This is an optimization exercise on Yosys and OpenROAD, whose aim is small area and a short achievable clock period, not a production implementation. At most, simulation tests tie the RTL to the original design; equivalence was not proved. No activity file was given, so power comes from the tool's default toggle rates.

## main
==> flow/design.v (excerpt) <==
module branch_predictor
#(
  parameter int XLEN     = bp_pkg::XLEN,
  parameter int IDX_BITS = bp_pkg::IDX_BITS
)
(
  input  logic                clk,
  input  logic                rst,
  input  logic                f_valid,
  input  logic [XLEN-1:0]     f_pc,
  output logic                p_valid,
  output logic                p_taken,
  output logic [XLEN-1:0]     p_target,
  input  logic                r_valid,
  input  logic                r_is_branch,
  input  logic [XLEN-1:0]     r_pc,
  input  logic                r_taken,
  input  logic [XLEN-1:0]     r_target,
  input  logic                r_pred_taken,
  input  logic [XLEN-1:0]     r_pred_target,
  output logic                mispredict,
  output logic [XLEN-1:0]     redirect_pc
  ,
  output logic [31:0]         stat_branches,
  output logic [31:0]         stat_mispredicts
);
  localparam int ENTRIES = 1 << IDX_BITS;
  localparam int TAG_W   = bp_pkg::TAG_W;
  localparam int EW      = TAG_W + XLEN;      
  logic [ENTRIES-1:0] valid_q;
  logic [1:0]         ctr_q   [ENTRIES];
  logic [TAG_W-1:0]   tag_q   [ENTRIES];
  logic [XLEN-1:0]    tgt_q   [ENTRIES];
  logic [IDX_BITS-1:0] f_idx, r_idx;
  logic [TAG_W-1:0]    f_tag, r_tag;
  logic [ENTRIES-1:0]  f_sel, r_sel;
  assign f_idx = bp_pkg::bp_index(f_pc);
  assign r_idx = bp_pkg::bp_index(r_pc);
  assign f_tag = bp_pkg::bp_tag(f_pc);
  assign r_tag = bp_pkg::bp_tag(r_pc);
  logic [ENTRIES-1:0]  f_sel_d;
  bp_dec #(.N(IDX_BITS)) u_fdec (.idx(f_idx), .sel(f_sel));
  bp_dec #(.N(IDX_BITS)) u_fdec_d (.idx(f_idx), .sel(f_sel_d));
  ...
For scale: roughly 14000 cells after synthesis, about 3900 flip-flops, roughly 270 I/O pins.
==> flow/config.mk <==
export PLATFORM = sky130hd
export DESIGN_NAME = branch_predictor
export DESIGN_NICKNAME = branch_predictor
export VERILOG_FILES = /design/flow/design.v
export SDC_FILE = /design/flow/constraint.sdc
export NUM_CORES = 4
export LEC_CHECK = 0
export CAP_MARGIN = 20
export CORE_MARGIN = 2
export CORE_UTILIZATION = 50
export CTS_CLUSTER_DIAMETER = 80
export CTS_CLUSTER_SIZE = 24
export SETUP_SLACK_MARGIN = 2.6
export SLEW_MARGIN = 20
export SYNTH_HIERARCHICAL = 1
==> flow/constraint.sdc <==
create_clock -name core_clock -period 5.2 [get_ports {clk}]
set_input_delay 1.0400 -clock core_clock [delete_from_list [all_inputs] [get_ports {clk}]]
set_output_delay 1.0400 -clock core_clock [all_outputs]
set_load 0.01 [all_outputs]
run.sh (not shown) runs the stock make flow with config.mk's settings and CLKGATE_MAP_FILE= SYNTH_SCRIPT=/design/flow/synth_recipe.tcl, a recipe that flattens the netlist after the stock synthesis.
Modified inputs, the feature branch compared to main
--- a/flow/design.v
+++ b/flow/design.v
@@ -125,20 +125,20 @@
   logic       f_byp, r_byp, f_ctr1, f_taken, r_hit, upd, wr_all;
   logic [1:0] r_ctr;
   assign f_byp   = pq_wr && (f_idx == pq_idx);
   assign r_byp   = pq_wr && (r_idx == pq_idx);
   assign f_ctr1  = f_byp ? pq_ctr_new[1] : fe_ctr1;
   assign r_ctr   = r_byp ? pq_ctr_new : re_ctr;
   localparam int NTK = 4;
   logic [2:0]     f_w, r_w;
   logic [NTK:0]   f_tk;
-  bp_match u_fm (.an(f_out_n[TAG_W-1:0]), .b(f_tag), .v0(fe_valid), .v1(f_ctr1), .v2(f_valid), .w(f_w));
-  bp_match u_rm (.an(r_out_n[TAG_W-1:0]), .b(r_tag), .v0(re_valid), .v1(1'b1),   .v2(1'b1),    .w(r_w));
+  bp_match u_fm (.a(fe_tag), .b(f_tag), .v0(fe_valid), .v1(f_ctr1), .v2(f_valid), .w(f_w));
+  bp_match u_rm (.a(re_tag), .b(r_tag), .v0(re_valid), .v1(1'b1),   .v2(1'b1),    .w(r_w));
   for (genvar k = 0; k <= NTK; k++) begin : g_ftk
     bp_and3 u (.a(f_w[0]), .b(f_w[1]), .c(f_w[2]), .z(f_tk[k]));
   end
   bp_and3 u_rh (.a(r_w[0]), .b(r_w[1]), .c(r_w[2]), .z(r_hit));
   assign f_taken = f_tk[0];
   assign upd    = r_valid && r_is_branch;
   assign wr_all = upd && r_taken;            
   logic [ENTRIES-1:0] e_en, e_en_n, c_en, c_en_n;
   bp_wen #(.N(ENTRIES)) u_ewen (.sel(r_sel),  .wr(wr_all), .en(e_en), .en_n(e_en_n));
@@ -277,20 +277,20 @@
 module bp_nand2 (input logic a, b, output logic z);
   assign z = ~(a & b);
 endmodule
 module bp_nor3 (input logic a, b, c, output logic z);
   assign z = ~(a | b | c);
 endmodule
 module bp_nor2 (input logic a, b, output logic z);
   assign z = ~(a | b);
 endmodule
-module bp_xor2 (input logic a, b, output logic z);
-  assign z = a ^ b;
+module bp_xnor2 (input logic a, b, output logic z);
+  assign z = ~(a ^ b);
 endmodule
 module bp_rd
 #(
   parameter int W = 8
 )
 (
   input  logic [63:0]   sel,
   input  logic [64*W-1:0] rows,
   output logic [W-1:0]  qn
@@ -310,27 +310,27 @@
     end
     for (genvar g = 0; g < 2; g++) begin : g_l4
       bp_nand2 u (.a(z3[2*g]), .b(z3[2*g+1]), .z(z4[g]));
     end
     bp_nor2 u_l5 (.a(z4[0]), .b(z4[1]), .z(qn[b]));
   end
 endmodule
 module bp_match
 (
-  input  logic [23:0] an,
+  input  logic [23:0] a,
   input  logic [23:0] b,
   input  logic        v0, v1, v2,
   output logic [2:0]  w
 );
   logic [23:0] x;
   logic [8:0]  y;
   for (genvar i = 0; i < 24; i++) begin : g_x
-    bp_xor2 u (.a(an[i]), .b(b[i]), .z(x[i]));
+    bp_xnor2 u (.a(a[i]), .b(b[i]), .z(x[i]));
   end
   for (genvar i = 0; i < 8; i++) begin : g_y
     bp_nand3 u (.a(x[3*i]), .b(x[3*i+1]), .c(x[3*i+2]), .z(y[i]));
   end
   bp_nand3 u_v (.a(v0), .b(v1), .c(v2), .z(y[8]));
   for (genvar i = 0; i < 3; i++) begin : g_w
     bp_nor3 u (.a(y[3*i]), .b(y[3*i+1]), .c(y[3*i+2]), .z(w[i]));
   end
 endmodule
==> comparison <==
The feature branch against main: area after synthesis flat, flip-flop and latch count ~0 delta.
Lower count of placed standard cells including taps among main and the feature branch: main
[the feature branch vs main] overall routing resource usage: lower in the feature branch
Worst slack on hold paths ended up 0.028 ns higher on the feature branch than on main.
Comparing main and the feature branch, the lower power was measured on the feature branch.
There was hardly any difference in layout multi-input combinational cell count between the feature branch and main.
NOTE multi-input logic area main->the feature branch decreased slightly
In the feature branch, the cell count came out 202 below the value in main.
Compared with main, the feature branch shows largest net degree at the start of global routing that has gone down by more than 10%.
Taking main as the reference, in the feature branch count of antenna diodes in the layout shows a reduction of 10; via count shows a reduction of 1.4%; global-route wire length before repair shows a reduction of 28 mm.
The slowest stage cell on the critical path comes out sky130_fd_sc_hd__nor3_4 in one run and sky130_fd_sc_hd__nor2_2 in the other, namely in the feature branch and main respectively.
Lower total wire length after detailed routing goes to the feature branch over main.
Function not checked in the feature branch: the RTL went through the layout flow alone.

==> port drivers added, routing unchanged <==
The results above use ideal ports. As a check the final layouts listed here were re-extracted and re-timed, cells and wires unchanged. Step 1 assumes that a clkbuf_16 drives the clock port and a buf_2 every other input. Step 2, shift: input delay + t, output delay - t, t = (earliest + latest rising clock arrival at the registers) / 2. This alone moves slack from input paths to output paths. a / b / c = no drivers / after step 1 / after step 2; a / b = the first two.
run	t (ns)	slack for setup (ns)	slew at the worst register clock pin (ns)
main	1.070	1.922 / 1.949 / 0.880	0.11 / 0.11
the feature branch	1.042	1.713 / 1.654 / 0.612	0.10 / 0.10
After both steps every run listed still meets setup and hold. The setup slack of the feature branch, which loses most, moves by -0.059 ns with the drivers and by -1.101 ns with both steps.
